Context: an optimization exercise on an open-source flow, tuned for small area, a short achievable clock period and few clock cycles per item. The choices shown serve that exercise and are no tape-out recipe. In this exercise RTL edits were held to simulation tests only and were not proved equivalent to the original. Power is estimated from default activity; no workload was simulated.

==> run Z <==
## wtm32
module wtm32 (
  input  wire logic        clk,
  input  wire logic        arst_n,
  input  wire logic        in_valid,
  input  wire logic [31:0] in_a,
  input  wire logic [31:0] in_b,
  output logic             in_ready,
  output logic             out_valid,
  output logic [63:0]      out_product,
  input  wire logic        credit_ret
);
export LEC_CHECK = 0
export CAP_MARGIN = 20
export CORE_MARGIN = 2
export CORE_UTILIZATION = 68
export CTS_CLUSTER_DIAMETER = 60
export CTS_CLUSTER_SIZE = 30
export SETUP_SLACK_MARGIN = 4.5
export SLEW_MARGIN = 20
export SYNTH_HIERARCHICAL = 1
create_clock -name core_clock -period 8.0 [get_ports {clk}]
standard.sh (not shown) runs the stock make flow with config.mk's settings and CLKGATE_MAP_FILE= SYNTH_SCRIPT=/design/flow/synth_recipe.tcl, a recipe that flattens the netlist after the stock synthesis.
==> flow/flow/run.sh <==
#!/bin/bash
# Own flow: the standard synthesis, then every combinational cell that
# synthesis sized above drive 1 is set back to drive 1 (hierarchical
# synthesis sizes each leaf module alone, without its real load), then
# the standard layout from floorplan to finish.  Timing repair in the
# layout steps upsizes again where a path needs it.  Every port still gets
# its own buffer, but a buf_1 rather than the default clkdlybuf4s50_1.
set -euo pipefail
bash standard.sh synth > synth_std.log 2>&1
R=orfs/results/${FLOW_PLATFORM}/wtm32/base
python3 flow/downsize.py "$R/1_2_yosys.v" > downsize.log 2>&1
rm -f "$R/1_synth.odb" "$R/1_synth.sdc"
export BUFFER_PORTS_ARGS="-buffer_cell sky130_fd_sc_hd__buf_1"
bash standard.sh > layout_std.log 2>&1
==> flow/flow/downsize.py <==
#!/usr/bin/env python3
"""Set combinational cells of a sky130hd netlist to drive strength 1.
Flip-flops, latches, buffers, clock cells and tie cells are left alone."""
import re, sys
path = sys.argv[1]
src = open(path).read()
KEEP = ('df', 'dl', 'sdf', 'edf', 'buf', 'clk', 'conb', 'tap', 'fill', 'decap', 'diode', 'dly', 'ha_', 'fa_')
import os
lib = os.path.join(os.environ.get('FLOW_HOME', '/OpenROAD-flow-scripts/flow'),
                   'platforms/sky130hd/lib/sky130_fd_sc_hd__tt_025C_1v80.lib')
cells = set(re.findall(r'cell \("sky130_fd_sc_hd__(\w+)"\)', open(lib).read()))
count = {}
def repl(m):
    base, size = m.group(1), m.group(2)
    name = base + '_' + size
    if size in ('0', '1') or name.startswith(KEEP) or (base + '_1') not in cells:
        return m.group(0)
    count[name] = count.get(name, 0) + 1
    return 'sky130_fd_sc_hd__' + base + '_1 '
out = re.sub(r'\bsky130_fd_sc_hd__([a-z0-9]+(?:_[a-z0-9]+)*?)_(\d+)\s', repl, src)
open(path, 'w').write(out)
for k, v in sorted(count.items()):
    print(k, '->', k.rsplit('_', 1)[0] + '_1', v)
==> run M: changes against run Z <==
- CORE_UTILIZATION: 68 -> 55
- CTS_CLUSTER_DIAMETER: 60 -> unset
- CTS_CLUSTER_SIZE: 30 -> unset
==> run R: changes against run Z <==
- CORE_UTILIZATION: 68 -> 40
- CTS_CLUSTER_DIAMETER: 60 -> unset
- CTS_CLUSTER_SIZE: 30 -> unset
- SETUP_SLACK_MARGIN: 4.5 -> 4.6
==> run K: changes against run Z <==
- CORE_UTILIZATION: 68 -> 40
- CTS_CLUSTER_DIAMETER: 60 -> 80
- CTS_CLUSTER_SIZE: 30 -> 35
==> results_dict.tcl <==
set metrics [dict create \
    status "complete, no violations" \
    drive_above_1_share 0.0682 \
    non_clock_buffer_area_share 0.0228 \
    seq_area_um2 6710 \
    ir_worst_vdd_v 0.000461 \
    cpMostUsedCell "fa_1" \
]
the above is filed under run M

==> results_dict.tcl <==
set metrics [dict create \
    regMostFlops "cs_q" \
    seq_area_um2 6680 \
    drive_above_1_share 0.0666 \
    cp.required_ns 8.47 \
    status "complete, no violations" \
    htree_levels 1 \
    cpMostUsedCell "fa_1" \
    combPwrFrac 0.747 \
    non_clock_buffer_area_share 0.0272 \
]
the above is filed under run K

==> results_dict.tcl <==
set metrics [dict create \
    cpMostUsedCell "o21ai_1" \
    seq_area_um2 6680 \
    status "complete, no violations" \
    endpoint "out_product[37]$_DFF_P_" \
    ir_worst_vdd_v 0.000562 \
    non_clock_buffer_area_share 0.0424 \
    drive_above_1_share 0.0869 \
    regMostFlops "cs_q" \
]
the above is filed under run R

==> results_dict.tcl <==
set metrics [dict create \
    ir_worst_vdd_v 0.000519 \
    cpMostUsedCell "fa_1" \
    seq_area_um2 6680 \
    drive_above_1_share 0.0626 \
    status "complete, no violations" \
    non_clock_buffer_area_share 0.0293 \
]
the above is filed under run Z

Testbench counts of run Z, summed over its fixed seeds: cycles 3,224, items 3,200.
Testbench counts of run M, summed over its fixed seeds: cycles 3,224, items 3,200.
Testbench counts of run R, summed over its fixed seeds: cycles 3,224, items 3,200.
Testbench counts of run K, summed over its fixed seeds: cycles 3,224, items 3,200.

* * *

==> try-violet: inputs <==
wtm32 again, from the RTL that the note above started with.
export LEC_CHECK = 0
export CAP_MARGIN = 20
export CORE_MARGIN = 2
export CORE_UTILIZATION = 68
export CTS_CLUSTER_DIAMETER = 80
export CTS_CLUSTER_SIZE = 35
export SETUP_SLACK_MARGIN = 4.5
export SLEW_MARGIN = 20
export SYNTH_HIERARCHICAL = 1
create_clock -name core_clock -period 8.0 [get_ports {clk}]
Scripts as last shown in full above: flow/flow/run.sh, flow/flow/downsize.py
==> try-maple (differences from try-violet) <==
--- a/flow/config.mk
+++ b/flow/config.mk
@@ -7,7 +7,7 @@
 export LEC_CHECK = 0
 export CAP_MARGIN = 20
 export CORE_MARGIN = 2
-export CORE_UTILIZATION = 68
+export CORE_UTILIZATION = 55
 export CTS_CLUSTER_DIAMETER = 80
 export CTS_CLUSTER_SIZE = 35
 export SETUP_SLACK_MARGIN = 4.5
==> run summary <==
- Sequential share of layout area: try-violet is higher than try-maple (0.31 points).
- Register-to-register slack: try-maple is higher than try-violet (0.04 ns).
- In area after synthesis, try-maple and try-violet do not differ.
- Sequential power is about the same in try-violet and try-maple.
- try-violet ran to the end with no violations. try-maple finished clean.
- Combinational power is about the same in try-violet and try-maple.
- Clock skew: try-maple is lower than try-violet (0.016 ns).
- In try-violet the count of clock-buffer cells in the layout is lower than in try-maple, by 3.
Testbench counts of try-violet, summed over its fixed seeds: cycles 3,224, items 3,200.
Testbench counts of try-maple, summed over its fixed seeds: cycles 3,224, items 3,200.

==> static timing again, ports no longer ideal <==
How much do the figures lean on ideal ports? The routed layouts below were timed once more, with nothing changed but the port constraints. Step 1, drivers: a clkbuf_16 drives clk and a buf_2 each remaining input, both assumed. Step 2 adds t to the input delays and takes it off the output delays; t is the mean of the earliest and latest rising clock arrival at the registers after step 1. Input paths then give back, and output paths get back, about the clock's delay inside the block. a / b / c = ideal ports / drivers / drivers and shift; a / b = the first two.
run | t (ns) | setup WS [ns] | latest minus earliest clock arrival (ns)
run Z | 0.659 | 4.446 / 4.446 / 4.446 | 0.045 / 0.045
run M | 0.619 | 4.494 / 4.494 / 4.494 | 0.017 / 0.017
run R | 0.643 | 4.575 / 4.575 / 4.575 | 0.037 / 0.037
run K | 0.671 | 4.473 / 4.473 / 4.473 | 0.034 / 0.034
try-violet | 0.640 | 4.457 / 4.457 / 4.457 | 0.052 / 0.052
try-maple | 0.657 | 4.497 / 4.497 / 4.497 | 0.037 / 0.037
After both steps every run listed still meets setup and hold.
